From an optimization exercise on the open Yosys and OpenROAD flow, aimed at small area; shortcuts taken in it are not production practice.
In this exercise RTL edits were held to simulation tests only and were not proved equivalent to the original.
Power is estimated from default activity; no workload was simulated.

==> trial 15 <==
// rv_decode_top
module rv_decode_top
(
  input  logic           i_clk,
  input  logic           i_rst_n,
  input  logic           i_inst_valid,
  input  rv_isa_pkg::rv_inst_t       i_inst,
  input  rv_core_pkg::rv_word_t       i_pc,
  input  logic           i_flush,
  input  logic           i_wb_valid,
  input  rv_isa_pkg::rv_reg_idx_t    i_wb_rd,
  input  rv_core_pkg::rv_word_t       i_wb_data,
  input  logic           i_ex_valid,
  input  rv_isa_pkg::rv_reg_idx_t    i_ex_rd,
  input  rv_core_pkg::rv_word_t       i_ex_data,
  output logic           o_id_valid,
  output rv_core_pkg::rv_word_t       o_id_pc,
  output rv_isa_pkg::rv_reg_idx_t    o_id_rs1,
  output rv_isa_pkg::rv_reg_idx_t    o_id_rs2,
  output rv_isa_pkg::rv_reg_idx_t    o_id_rd,
  output rv_core_pkg::rv_word_t       o_id_rs1_value,
  output rv_core_pkg::rv_word_t       o_id_rs2_value,
  output rv_core_pkg::rv_word_t       o_id_imm,
  output rv_core_pkg::rv_alu_cmd_e    o_id_alu_cmd,
  output rv_core_pkg::rv_alu_src_e    o_id_alu_src1,
  output rv_core_pkg::rv_alu_src_e    o_id_alu_src2,
  output rv_core_pkg::rv_mem_access_e o_id_mem_access,
  output logic [2:0]     o_id_mem_width,
  output logic           o_id_illegal
);
  logic                  id_valid;
  rv_isa_pkg::rv_inst_t  id_inst;
  rv_core_pkg::rv_word_t id_pc;
  logic                  id_rs1_fwd;
  logic                  id_rs2_fwd;
  logic                  id_rs1_rf;
  logic                  id_rs2_rf;
  rv_core_pkg::rv_word_t id_ex_data;
  logic                  dec_valid;
  rv_id_stage u_id_stage (
    .i_clk        (i_clk),
    .i_rst_n      (i_rst_n),
    .i_inst_valid (i_inst_valid),
    .i_flush      (i_flush),
    .i_inst       (i_inst),
    .i_pc         (i_pc),
    .i_ex_valid   (i_ex_valid),
    .i_ex_rd      (i_ex_rd),
    .i_ex_data    (i_ex_data),
    .o_valid      (id_valid),
    .o_inst       (id_inst),
    .o_pc         (id_pc),
    .o_rs1_fwd    (id_rs1_fwd),
    .o_rs2_fwd    (id_rs2_fwd),
    .o_rs1_rf     (id_rs1_rf),
    .o_rs2_rf     (id_rs2_rf),
    .o_ex_data    (id_ex_data)
  );
  rv_inst_decoder u_decoder (
    .i_inst_valid   (id_valid),
    .i_inst         (id_inst),
    .i_pc           (id_pc),
    .dec_valid      (dec_valid),
    .dec_pc         (o_id_pc),
    .dec_rs1        (o_id_rs1),
  ...
==> module rv_rf_read, before the edit <==
module rv_rf_read
(
  input  logic [32-1:1][32-1:0] i_regs,
  input  logic [32-1:1]               i_sel,
  input  logic                                   i_ovr,
  input  rv_core_pkg::rv_word_t                  i_ovr_data,
  output rv_core_pkg::rv_word_t                  o_value
);
  logic [31:0] sel;
  assign sel = {i_sel, i_ovr};
  for (genvar b = 0; b < 32; b++) begin : g_bit
    logic [31:0] d;
    logic [10:0] g;   
    logic [2:0]  n;
    assign d[0] = i_ovr_data[b];
    for (genvar k = 1; k < 32; k++) begin : g_d
      assign d[k] = i_regs[k][b];
    end
    for (genvar j = 0; j < 10; j++) begin : g_aoi
      rv_aoi222 u_aoi (.a1(sel[3*j]), .a2(d[3*j]), .b1(sel[3*j+1]), .b2(d[3*j+1]),
                       .c1(sel[3*j+2]), .c2(d[3*j+2]), .y(g[j]));
    end
    rv_aoi22 u_aoi_last (.a1(sel[30]), .a2(d[30]), .b1(sel[31]), .b2(d[31]), .y(g[10]));
    rv_nand4 u_n0 (.a(g[0]), .b(g[1]), .c(g[2]), .d(g[3]), .y(n[0]));
    rv_nand4 u_n1 (.a(g[4]), .b(g[5]), .c(g[6]), .d(g[7]), .y(n[1]));
    rv_nand3 u_n2 (.a(g[8]), .b(g[9]), .c(g[10]), .y(n[2]));
    rv_or3   u_o  (.a(n[0]), .b(n[1]), .c(n[2]), .y(o_value[b]));
  end
endmodule
==> module rv_aoi22, before the edit <==
module rv_aoi22 (input logic a1, a2, b1, b2, output logic y);
  assign y = !((a1 && a2) || (b1 && b2));
endmodule
==> module rv_or3, before the edit <==
module rv_or3 (input logic a, b, c, output logic y);
  assign y = a || b || c;
endmodule
export LEC_CHECK = 0
export CAP_MARGIN = 20
export CORE_MARGIN = 2
export CORE_UTILIZATION = 65
export SLEW_MARGIN = 20
export SYNTH_HIERARCHICAL = 1
export BUFFER_PORTS_ARGS = -buffer_cell sky130_fd_sc_hd__buf_1
export CTS_ARGS = -sink_clustering_enable -repair_clock_nets -dont_use_dummy_load -buf_list {sky130_fd_sc_hd__clkbuf_8} -sink_clustering_size 18 -sink_clustering_max_diameter 50
create_clock -name core_clock -period 5.0 [get_ports {i_clk}]
standard.sh (not shown) runs the stock make flow with config.mk's settings and CLKGATE_MAP_FILE= SYNTH_SCRIPT=/design/flow/synth_recipe.tcl, a recipe that flattens the netlist after the stock synthesis.
==> flow/flow/run.sh <==
#!/bin/bash
# The standard layout (standard.sh, its synthesis unchanged) with two changes:
# the port buffers are buf_1 instead of the default delay buffer, and clock tree
# synthesis uses clkbuf_8 in clusters of at most 18 sinks, without dummy loads.
set -euo pipefail
cat >> config.mk <<'EOT'
export BUFFER_PORTS_ARGS = -buffer_cell sky130_fd_sc_hd__buf_1
export CTS_ARGS = -sink_clustering_enable -repair_clock_nets -dont_use_dummy_load -buf_list {sky130_fd_sc_hd__clkbuf_8} -sink_clustering_size 18 -sink_clustering_max_diameter 50
EOT
bash standard.sh > standard.log 2>&1
==> build 37 (differences from trial 15) <==
--- a/flow/design.v
+++ b/flow/design.v
@@ -331,9 +331,9 @@
                        .c1(sel[3*j+2]), .c2(d[3*j+2]), .y(g[j]));
     end
-    rv_aoi22 u_aoi_last (.a1(sel[30]), .a2(d[30]), .b1(sel[31]), .b2(d[31]), .y(g[10]));
+    rv_nand2 u_g10 (.a(sel[30]), .b(d[30]), .y(g[10]));
     rv_nand4 u_n0 (.a(g[0]), .b(g[1]), .c(g[2]), .d(g[3]), .y(n[0]));
     rv_nand4 u_n1 (.a(g[4]), .b(g[5]), .c(g[6]), .d(g[7]), .y(n[1]));
     rv_nand3 u_n2 (.a(g[8]), .b(g[9]), .c(g[10]), .y(n[2]));
-    rv_or3   u_o  (.a(n[0]), .b(n[1]), .c(n[2]), .y(o_value[b]));
+    rv_ao2111 u_o (.a1(sel[31]), .a2(d[31]), .b(n[0]), .c(n[1]), .d(n[2]), .y(o_value[b]));
   end
 endmodule
@@ -341,7 +341,4 @@
   assign y = !((a1 && a2) || (b1 && b2) || (c1 && c2));
 endmodule
-module rv_aoi22 (input logic a1, a2, b1, b2, output logic y);
-  assign y = !((a1 && a2) || (b1 && b2));
-endmodule
 module rv_nand4 (input logic a, b, c, d, output logic y);
   assign y = !(a && b && c && d);
@@ -350,6 +347,9 @@
   assign y = !(a && b && c);
 endmodule
-module rv_or3 (input logic a, b, c, output logic y);
-  assign y = a || b || c;
+module rv_nand2 (input logic a, b, output logic y);
+  assign y = !(a && b);
+endmodule
+module rv_ao2111 (input logic a1, a2, b, c, d, output logic y);
+  assign y = (a1 && a2) || b || c || d;
 endmodule
 `timescale 1ns/1ns
==> flow/flow/run.sh (replaced) <==
#!/bin/bash
# The standard layout (standard.sh, its synthesis unchanged) with two changes:
# the port buffers are buf_1 instead of the default delay buffer, and clock tree
# synthesis has no dummy loads and uses clkbuf_4 at the leaves (clusters of at
# most 10 sinks), clkbuf_8 inside the tree and clkbuf_16 at the root.
set -euo pipefail
cat >> config.mk <<'EOT'
export BUFFER_PORTS_ARGS = -buffer_cell sky130_fd_sc_hd__buf_1
export CTS_ARGS = -sink_clustering_enable -repair_clock_nets -dont_use_dummy_load -buf_list {sky130_fd_sc_hd__clkbuf_4} -root_buf sky130_fd_sc_hd__clkbuf_16 -tree_buf sky130_fd_sc_hd__clkbuf_8 -sink_clustering_size 10 -sink_clustering_max_diameter 35
EOT
bash standard.sh > standard.log 2>&1
==> flow/config.mk (replaced) <==
export PLATFORM = sky130hd
export DESIGN_NAME = rv_decode_top
export DESIGN_NICKNAME = rv_decode_top
export VERILOG_FILES = /design/flow/design.v
export SDC_FILE = /design/flow/constraint.sdc
export NUM_CORES = 4
export LEC_CHECK = 0
export CAP_MARGIN = 20
export CORE_MARGIN = 2
export CORE_UTILIZATION = 50
export SETUP_SLACK_MARGIN = 0.3
export SLEW_MARGIN = 20
export SYNTH_HIERARCHICAL = 1
export BUFFER_PORTS_ARGS = -buffer_cell sky130_fd_sc_hd__buf_1
export CTS_ARGS = -sink_clustering_enable -repair_clock_nets -dont_use_dummy_load -buf_list {sky130_fd_sc_hd__clkbuf_4} -root_buf sky130_fd_sc_hd__clkbuf_16 -tree_buf sky130_fd_sc_hd__clkbuf_8 -sink_clustering_size 10 -sink_clustering_max_diameter 35
==> build 97 (differences from trial 15) <==
--- a/flow/design.v
+++ b/flow/design.v
@@ -331,5 +331,6 @@
                        .c1(sel[3*j+2]), .c2(d[3*j+2]), .y(g[j]));
     end
-    rv_aoi22 u_aoi_last (.a1(sel[30]), .a2(d[30]), .b1(sel[31]), .b2(d[31]), .y(g[10]));
+    rv_aoi222 u_aoi_last (.a1(sel[30]), .a2(d[30]), .b1(sel[31]), .b2(d[31]),
+                          .c1(sel[31]), .c2(d[31]), .y(g[10]));
     rv_nand4 u_n0 (.a(g[0]), .b(g[1]), .c(g[2]), .d(g[3]), .y(n[0]));
     rv_nand4 u_n1 (.a(g[4]), .b(g[5]), .c(g[6]), .d(g[7]), .y(n[1]));
@@ -341,7 +342,4 @@
   assign y = !((a1 && a2) || (b1 && b2) || (c1 && c2));
 endmodule
-module rv_aoi22 (input logic a1, a2, b1, b2, output logic y);
-  assign y = !((a1 && a2) || (b1 && b2));
-endmodule
 module rv_nand4 (input logic a, b, c, d, output logic y);
   assign y = !(a && b && c && d);
--- a/flow/config.mk
+++ b/flow/config.mk
@@ -8,5 +8,6 @@
 export CAP_MARGIN = 20
 export CORE_MARGIN = 2
-export CORE_UTILIZATION = 65
+export CORE_UTILIZATION = 50
+export SETUP_SLACK_MARGIN = 0.1
 export SLEW_MARGIN = 20
 export SYNTH_HIERARCHICAL = 1
==> results.txt <==
- In register-to-register slack, trial 15 and build 37 hardly differ.
- In trial 15 the synthesized area is larger than in build 37, by 0.55%.
- Of trial 15 and build 97, build 97 has the higher clock power (gap 9.4%, measured against build 97).
- Via count, lowest first: build 97, build 37, trial 15.
- Of build 37 and trial 15, trial 15 has the higher core utilization (gap 16 points).
- Worst hold slack, highest first: build 37, trial 15, build 97.
- Build 97 passed the timing, DRC and antenna checks. Build 37 completed without violations. Trial 15 finished with negative setup slack left.
- Of build 97 and trial 15, build 97 has the higher power (gap 3.2%, measured against trial 15).

## afterwards: timing with drivers on the ports
No port has a modelled driver above. Below, the same layouts with a new extraction and two added sets of constraints. Step 1 assumes that a clkbuf_16 drives the clock port and a buf_2 every other input. Step 2, shift: input delay + t, output delay - t, t = (earliest + latest rising clock arrival at the registers) / 2. This alone moves slack from input paths to output paths. a / b / c = ideal ports / drivers / drivers and shift; a / b = the first two.
run | shift t [ns] | slack for setup (ns) | worst hold slack (ns) | worst setup path after step 2 | latest minus earliest clock arrival (ns)
trial 15 | 0.791 | -0.038 / -0.107 / 0.685 | 0.316 / 0.274 / 0.492 | register to output | 0.122 / 0.123
build 37 | 0.758 | 0.286 / 0.215 / 0.973 | 0.359 / 0.309 / 0.499 | register to output | 0.112 / 0.111
build 97 | 0.812 | 0.158 / 0.087 / 0.899 | 0.295 / 0.248 / 0.497 | register to output | 0.097 / 0.098
